From an optimization exercise on the open Yosys and OpenROAD flow, aimed at small area, a short achievable clock period and few clock cycles per item; shortcuts taken in it are not production practice.
Function not checked in this run: the RTL went through the layout flow alone.
Power is estimated from default activity; no workload was simulated.

[design.v]
package alu_pkg;
    localparam int opcode_width = 6;   
    localparam int xlen_default = 32;  
    localparam logic [opcode_width-1:0] alu_add    = 6'd0;
    localparam logic [opcode_width-1:0] alu_sub    = 6'd1;
    localparam logic [opcode_width-1:0] alu_slt    = 6'd2;
    localparam logic [opcode_width-1:0] alu_sltu   = 6'd3;
    localparam logic [opcode_width-1:0] alu_xor    = 6'd4;
    localparam logic [opcode_width-1:0] alu_or     = 6'd5;
    localparam logic [opcode_width-1:0] alu_and    = 6'd6;
    localparam logic [opcode_width-1:0] alu_sll    = 6'd7;
    localparam logic [opcode_width-1:0] alu_srl    = 6'd8;
    localparam logic [opcode_width-1:0] alu_sra    = 6'd9;
    localparam logic [opcode_width-1:0] alu_mul    = 6'd10;
    localparam logic [opcode_width-1:0] alu_mulh   = 6'd11;
    localparam logic [opcode_width-1:0] alu_mulhsu = 6'd12;
    localparam logic [opcode_width-1:0] alu_mulhu  = 6'd13;
    localparam logic [opcode_width-1:0] alu_div    = 6'd14;
    localparam logic [opcode_width-1:0] alu_divu   = 6'd15;
    localparam logic [opcode_width-1:0] alu_rem    = 6'd16;
    localparam logic [opcode_width-1:0] alu_remu   = 6'd17;
    localparam logic [opcode_width-1:0] alu_lui    = 6'd18;
    localparam int mul_k = 4;
endpackage
`timescale 1ns/1ps
module int_alu (
    input  logic [5:0]  alucode,
    input  logic [31:0] a,
    input  logic [31:0] b,
    input  logic        norm,      
    input  logic [31:0] norm_src,
    input  logic [4:0]  norm_amt,
    output logic [31:0] result,
    output logic [31:0] sh_out
);
    function automatic logic [31:0] rev32(input logic [31:0] v);
        for (int i = 0; i < 32; i++) rev32[i] = v[31-i];
    endfunction
    logic        is_sll, is_sra, left, fill, sub;
    logic [31:0] src, rin, rsh;
    logic [4:0]  amt;
    logic [32:0] sum;
    logic        ltu, lt;
    assign is_sll = (alucode == alu_pkg::alu_sll);
    assign is_sra = (alucode == alu_pkg::alu_sra);
    assign left   = norm | is_sll;
    assign src    = norm ? norm_src : a;
    assign amt    = norm ? norm_amt : b[4:0];
    assign fill   = ~norm & is_sra & a[31];
    assign rin    = left ? rev32(src) : src;
    assign rsh    = 32'($signed({fill, rin}) >>> amt);
    assign sh_out = left ? rev32(rsh) : rsh;
    assign sub = (alucode == alu_pkg::alu_sub) | (alucode == alu_pkg::alu_slt)
               | (alucode == alu_pkg::alu_sltu);
    assign sum = {1'b0, a} + {1'b0, b ^ {32{sub}}} + {32'd0, sub};
    assign ltu = ~sum[32];
    assign lt  = (a[31] == b[31]) ? sum[31] : a[31];
    always_comb begin
        case (alucode)
            alu_pkg::alu_add,
            alu_pkg::alu_sub:  result = sum[31:0];
            alu_pkg::alu_slt:  result = {31'd0, lt};
            alu_pkg::alu_sltu: result = {31'd0, ltu};
            alu_pkg::alu_xor:  result = a ^ b;
            alu_pkg::alu_or:   result = a | b;
            alu_pkg::alu_and:  result = a & b;
            alu_pkg::alu_sll,
            alu_pkg::alu_srl,
            alu_pkg::alu_sra:  result = sh_out;
            default:           result = b;  
        endcase
    end
endmodule
`timescale 1ns/1ps
module multiplier #(
    parameter int k = alu_pkg::mul_k
) (
    input  logic [32:0]  x,        
    input  logic [33:0]  acc_in,   
    input  logic [k-1:0] dig,      
    input  logic         negtop,   
    output logic [33+k:0] sum
);
    logic [33+k:0] rows [k];
    for (genvar i = 0; i < k; i++) begin : g_row
        if (i == k - 1) begin : g_top
            assign rows[i] = ((dig[i] ? {{(k+1){x[32]}}, x} : '0) ^ {(34+k){negtop}}) << i;
        end else begin : g_mid
            assign rows[i] = (dig[i] ? {{(k+1){x[32]}}, x} : '0) << i;
        end
    end
    always_comb begin
        sum = {{k{acc_in[33]}}, acc_in} + ((34+k)'(negtop) << (k - 1));
        for (int i = 0; i < k; i++)
            sum = sum + rows[i];
    end
endmodule
`timescale 1ns/1ps
module divider (
    input  logic [31:0] rem_in,
    input  logic [32:0] dvsr_in,
    output logic [31:0] rem_out,
    output logic [1:0]  q
);
    logic [33:0] t1, t2;
    logic [31:0] r1;
    logic [32:0] d1;
    assign t1 = {2'b0, rem_in} - {1'b0, dvsr_in};
    assign q[1] = ~t1[33];
    assign r1 = q[1] ? t1[31:0] : rem_in;
    assign d1 = dvsr_in >> 1;
    assign t2 = {2'b0, r1} - {1'b0, d1};
    assign q[0] = ~t2[33];
    assign rem_out = q[0] ? t2[31:0] : r1;
endmodule
module clz32 (
    input  logic [31:0] v,
    output logic [5:0]  n
);
    always_comb begin
        n = 6'd32;
        for (int i = 0; i < 32; i++)
            if (v[i]) n = 6'(31 - i);
    end
endmodule
`timescale 1ns/1ps
module alu_top #(
    parameter int xlen = alu_pkg::xlen_default
) (
    input  logic              clk,
    input  logic              reset,
    input  logic              valid,
    input  logic [5:0]        alucode,
    input  logic [xlen-1:0]   a,
    input  logic [xlen-1:0]   b,
    output logic [xlen-1:0]   result,
    output logic              busy
);
    localparam int k      = alu_pkg::mul_k;
    localparam int nsteps = 32 / k;
    typedef enum logic [2:0] {
        s_idle = 3'd0,  
        s_norm = 3'd1,  
        s_div  = 3'd2,
        s_mul  = 3'd3,
        s_done = 3'd4   
    } state_e;
    state_e      st;
    logic [3:0]  cnt;
    logic [33:0] r;     
    logic [31:0] q;     
    logic [32:0] d;     
    logic        neg;   
    logic        sel_r;
    logic is_mul, is_div, signed_div, is_quot, sa, sb, b_zero;
    assign is_mul     = (alucode >= 6'd10) && (alucode <= 6'd13);
    assign is_div     = (alucode >= 6'd14) && (alucode <= 6'd17);
    assign signed_div = (alucode == alu_pkg::alu_div) || (alucode == alu_pkg::alu_rem);
    assign is_quot    = (alucode == alu_pkg::alu_div) || (alucode == alu_pkg::alu_divu);
    assign sa         = (alucode == alu_pkg::alu_mulh) || (alucode == alu_pkg::alu_mulhsu);
    assign sb         = (alucode == alu_pkg::alu_mulh);
    assign b_zero     = (b == '0);
    logic [31:0] alu_res, sh_out;
    logic [5:0]  za, zb;
    logic [5:0]  sdiff;
    logic        qzero;
    clz32 u_clz_a (.v(r[31:0]), .n(za));
    clz32 u_clz_b (.v(d[31:0]), .n(zb));
    assign sdiff = zb - za;
    assign qzero = zb < za;
    int_alu u_int_alu (
        .alucode  (alucode),
        .a        (a),
        .b        (b),
        .norm     (st == s_norm),
        .norm_src (d[31:0]),
        .norm_amt (sdiff[4:0]),
        .result   (alu_res),
        .sh_out   (sh_out)
    );
    logic          first;
    logic [33:0]   m_acc;
    logic [31:0]   m_q;
    logic [33+k:0] m_sum;
    logic          m_last;
    assign first  = (st == s_idle);
    assign m_acc  = first ? '0 : r;
    assign m_q    = first ? b : q;
    assign m_last = (nsteps == 1) ? 1'b1 : ((st == s_mul) && (cnt == '0));
    multiplier #(.k(k)) u_multiplier (
        .x      ({sa & a[31], a}),
        .acc_in (m_acc),
        .dig    (m_q[k-1:0]),
        .negtop (m_last & sb & m_q[k-1]),
        .sum    (m_sum)
    );
    logic [31:0] d_rem;
    logic [1:0]  d_q;
    divider u_divider (
        .rem_in  (r[31:0]),
        .dvsr_in (d),
        .rem_out (d_rem),
        .q       (d_q)
    );
    logic [31:0] a_mag, b_mag;
    assign a_mag = (signed_div & a[31]) ? -a : a;
    assign b_mag = (signed_div & b[31]) ? -b : b;
    always_ff @(posedge clk or negedge reset) begin
        if (!reset) begin
            st  <= s_idle;
            cnt <= '0;
        end else begin
            case (st)
                s_idle: if (valid) begin
                    if (is_mul) begin
                        st  <= (nsteps == 1) ? s_done : s_mul;
                        cnt <= 4'(nsteps - 2);
                    end else if (is_div & ~b_zero) begin
                        st <= s_norm;
                    end else begin
                        st <= s_done;
                    end
                end
                s_norm: begin
                    st  <= qzero ? s_done : s_div;
                    cnt <= 4'(sdiff[4:1]);
                end
                s_div, s_mul: begin
                    if (cnt == '0) st <= s_done;
                    cnt <= cnt - 1'b1;
                end
                default: st <= s_idle;  
            endcase
        end
    end
    always_ff @(posedge clk) begin
        case (st)
            s_idle: if (valid) begin
                if (is_mul) begin
                    r     <= m_sum[33+k:k];
                    q     <= {m_sum[k-1:0], b[31:k]};
                    neg   <= 1'b0;
                    sel_r <= (alucode != alu_pkg::alu_mul);
                end else if (is_div) begin
                    r     <= b_zero ? {2'b0, a} : {2'b0, a_mag};
                    d     <= {1'b0, b_mag};
                    q     <= b_zero ? '1 : '0;
                    neg   <= ~b_zero & signed_div & (is_quot ? (a[31] ^ b[31]) : a[31]);
                    sel_r <= ~is_quot;
                end else begin
                    q     <= alu_res;
                    neg   <= 1'b0;
                    sel_r <= 1'b0;
                end
            end
            s_norm: d <= sdiff[0] ? {1'b0, sh_out} : {sh_out, 1'b0};
            s_div: begin
                r <= {2'b0, d_rem};
                d <= d >> 2;
                q <= {q[29:0], d_q};
            end
            s_mul: begin
                r <= m_sum[33+k:k];
                q <= {m_sum[k-1:0], q[31:k]};
            end
            default: ;
        endcase
    end
    logic [31:0] out_raw;
    assign out_raw = sel_r ? r[31:0] : q;
    assign result  = neg ? -out_raw : out_raw;
    assign busy    = valid & (st != s_done);
endmodule
[run.sh]
#!/bin/bash
# synth_recipe.tcl (not shown) runs the flow's synth.tcl, then flattens the netlist and writes it again
# the make line also repeats each setting of config.mk as NAME=value (left out here)
make -C /OpenROAD-flow-scripts/flow DESIGN_CONFIG=/design/flow/config.mk WORK_HOME=/design/flow/orfs CLKGATE_MAP_FILE= SYNTH_SCRIPT=/design/flow/synth_recipe.tcl finish
[config.mk]
export PLATFORM = sky130hd
export DESIGN_NAME = alu_top
export DESIGN_NICKNAME = alu_top
export VERILOG_FILES = /design/flow/design.v
export SDC_FILE = /design/flow/constraint.sdc
export NUM_CORES = 4
export LEC_CHECK = 0
export CAP_MARGIN = 20
export CORE_MARGIN = 2
export CORE_UTILIZATION = 40
export SLEW_MARGIN = 20
[constraint.sdc]
create_clock -name core_clock -period 11.0 [get_ports {clk}]
set_input_delay 2.2000 -clock core_clock [delete_from_list [all_inputs] [get_ports {clk}]]
set_output_delay 2.2000 -clock core_clock [all_outputs]
set_load 0.01 [all_outputs]
==> metrics.yaml <==
status: "no timing/DRC/antenna violations"
async_reset_ff_share_pct: 6.48
synth-seq-cells: 108
crit_buf_inv: 2
drc: 0
ant_nets: 0
r2r-start: "st[0]"
r2r-end: "r[28]"
drv_slew: 0
io_pins: 106
cts_sinks: 108
die_w_um: 258
r2r_cells: 26
cap_violations: 0
post_cts_resized: 0
crit_type: "in -> reg"
avgSynthCellArea_sq_um: 7.66
hold_buffers: 0
rsz0062_at_grt: "false"
drive_above_1_share_pct: 6.01
wl_per_cell_um: 30.3
worst_pin_slew_ps: 1270
ir_worst_vdd_mv: 0.281
io_buffers: 105
cp_data_arrival_time_ps: 10030
core_area_sq_um: 64100
min_to: "cnt[3]"
syn2layout_area_growth_pct: 9.31
clkLatencyLatePin_ps: 400
grt-ovfl-total: 0
die_area_sq_um: 66700
period_share_pct: 89.8
hold_depth: 2
hold_viol: 0
vias_per_cell: 6.79
cts_tree: "yes"
wirelength_um: 128000
grt-busiest-layer: "met1"
grt_pass1_wl_um: 181000
grt_pass1_vias: 25600
worstHoldStart: "cnt[3]"
antenna_found_initial: 4
synth_ff_type: "edfxtp_1"
synth_nets: 3767
dr.pass1.iters: 9
synth_edf_count: 101
worst_ep_required_time_ps: 11150
path_delay_family: "simple AND/OR/NAND/NOR gates"
post-route-min-period_ps: 9880
ys_types: 88
finalPower_mw: 8.50
clk_pin_slew_ps: 100
gr-usage-met2_pct: 48.1
cts-htree-levels: 3
rows: 93
leakagePower_nw: 11.1
path_depth: 27
use_met1_pct: 52.2
final-setup-viol-count: 0
clock_skew_ps: 26.7
vias: 28700
p_per_area_nw_per_um2: 301
cts_inserted_buffers: 9
initial_utilization_pct: 40.3
synthesis.instances: 3376
cts_buffer_depth: 2
drt_iter0_drc: 4614
place_congestion: 1.07
hold_path.class: "reg -> reg"
yosysSeqAreaShare_pct: 12.4
cts_setup_buffers: 0
cts_root_buffer: "clkbuf_16"
slew_headroom_pct: 14.3
nets: 3761
grt_start_max_net_pins: 80
crit_path_end_kind: "flop"
worstPathMaxFanout: 10
gr-usage-met3_pct: 12.1
grtUsageTotal_pct: 37.1
fin_tns_setup_ps: 0
ys_warn_count: 5
max_freq_mhz: 101
die_h_um: 258
syn-cell-area_sq_um: 25800
r2r_setup_slack_ps: 2320
slowest_stage: "a2111oi_0"
n_fill_cell: 6657
dpl.hpwl_um: 101000
critPathLaunchType: "input port"
max_stage_delay_ps: 720
[tightest hold or removal path, cell delays in order (launching register included)]
cell and delay (ps):
dfrtp_1 380, nand2_1 60, nand3_1 70
[cell type report]
type	count	area [sq um]	area share [%]
multi-input cells	2902	21300	75.5
flip-flops and latches	108	3210	11.4
repair buffers	200	1770	6.25
well taps	855	1070	3.79
inverters	149	559	1.98
clock buffers	9	225	0.797
clock inverters	7	101	0.359
diodes	1	2.50	0.00886
[placed cells by master (no fill, tap or decap), types with 94 or more instances in the layout]
master	count
edfxtp_1	101
inv_1	127
o21ai_0	242
buf_4	94
clkdlybuf4s50_1	104
fa_1	109
nand2_1	228
nor2_1	363
mux2i_1	134
xnor2_1	209
ha_1	209
a21oi_1	240
[registers in the layout, indices dropped and copies added (netlist names)]
register and count:
sel_r 1, q 32, neg 1, d 33, st 3, cnt 4, r 34
[through the flow]
step                instance area [sq um]  std cells  setup WS, ps  utilization (%)  hold WS (ps)
floorplan                           25800       3376          1720                -           484
global placement                    27900       4212          1020             43.5           515
detailed placement                  27900       4213           877             43.5           517
CTS                                 28200       4229          1250             44.0           541
global route                        28200       4230           699             44.1           570
finish                              28300       4231          1120             44.1           541
[power by group]
part	internal (mW)	switching [mW]	leakage [nW]
clock	0.186	0.201	0.156
combinational	2.78	4.39	9.88
sequential	0.619	0.316	1.03
[worst max path at each step]
stage               start    end  slack, ps
2_1_floorplan  alucode[5]  r[28]       1720
3_3_place_gp   alucode[3]  r[28]       1020
3_5_place_dp   alucode[3]  r[28]        880
4_1_cts        alucode[3]  r[28]       1250
5_1_grt        alucode[3]  r[28]        700
6_report       alucode[3]  r[28]       1120
[metal layers]
layer,up-vias,part of all wire [%],wire length (um)
met3,383,15,19600
li1,12600,-,-
met2,2102,37,47200
met5,-,0.034,43
met4,6,7.7,9800
met1,13700,40,51500
[cell families after synthesis]
group / Yosys count / synth area share [%]
simple gates: 1003 / 18.1
compound gates: 1119 / 28.4
fa+ha+maj: 318 / 18.6
mux: 182 / 7.49
buf+inv: 366 / 5.58
flops: 108 / 12.4
xor+xnor: 280 / 9.49
[Yosys cell counts (35+ instances only)]
library cell | n | area, sq um
nand2b_1 | 43 | 269
a31oi_1 | 68 | 425
xnor2_1 | 209 | 1830
a211oi_1 | 58 | 435
o221ai_1 | 37 | 324
nand3_1 | 83 | 415
clkbuf_1 | 157 | 589
mux2i_1 | 136 | 1360
nand2_1 | 228 | 856
a21o_1 | 55 | 413
nor3_1 | 80 | 400
fa_1 | 109 | 2180
ha_1 | 209 | 2620
a21oi_1 | 245 | 1230
o21ai_0 | 242 | 1210
a221oi_1 | 38 | 333
o22ai_1 | 54 | 338
o211ai_1 | 35 | 263
edfxtp_1 | 101 | 3030
xor2_1 | 71 | 622
nor2_1 | 367 | 1380
o31ai_1 | 38 | 285
a22oi_1 | 63 | 473
mux2_2 | 38 | 428
inv_1 | 127 | 477

static timing again, ports no longer ideal:
No port has a modelled driver above. Below, the same layout with a new extraction and two added sets of constraints.
Step 1 sets driving cells, clkbuf_16 on the clock port and buf_2 on the other inputs (assumed; they add their load-dependent delay and slew).
Step 2, shift: input delay + t, output delay - t, t = (earliest + latest rising clock arrival at the registers) / 2. This alone moves slack from input paths to output paths.
Slacks: ideal ports / drivers / drivers and shift; pairs: ideal ports / drivers.
t (ns): 0.445
setup slack, ns: 1.124 / 1.154 / 0.710
worst setup path after step 2: input to register
slew at the worst register clock pin (ns): 0.10 / 0.10
After both steps this run still meets setup and hold. The setup slack of this run moves by +0.030 ns with the drivers and by -0.414 ns with both steps.
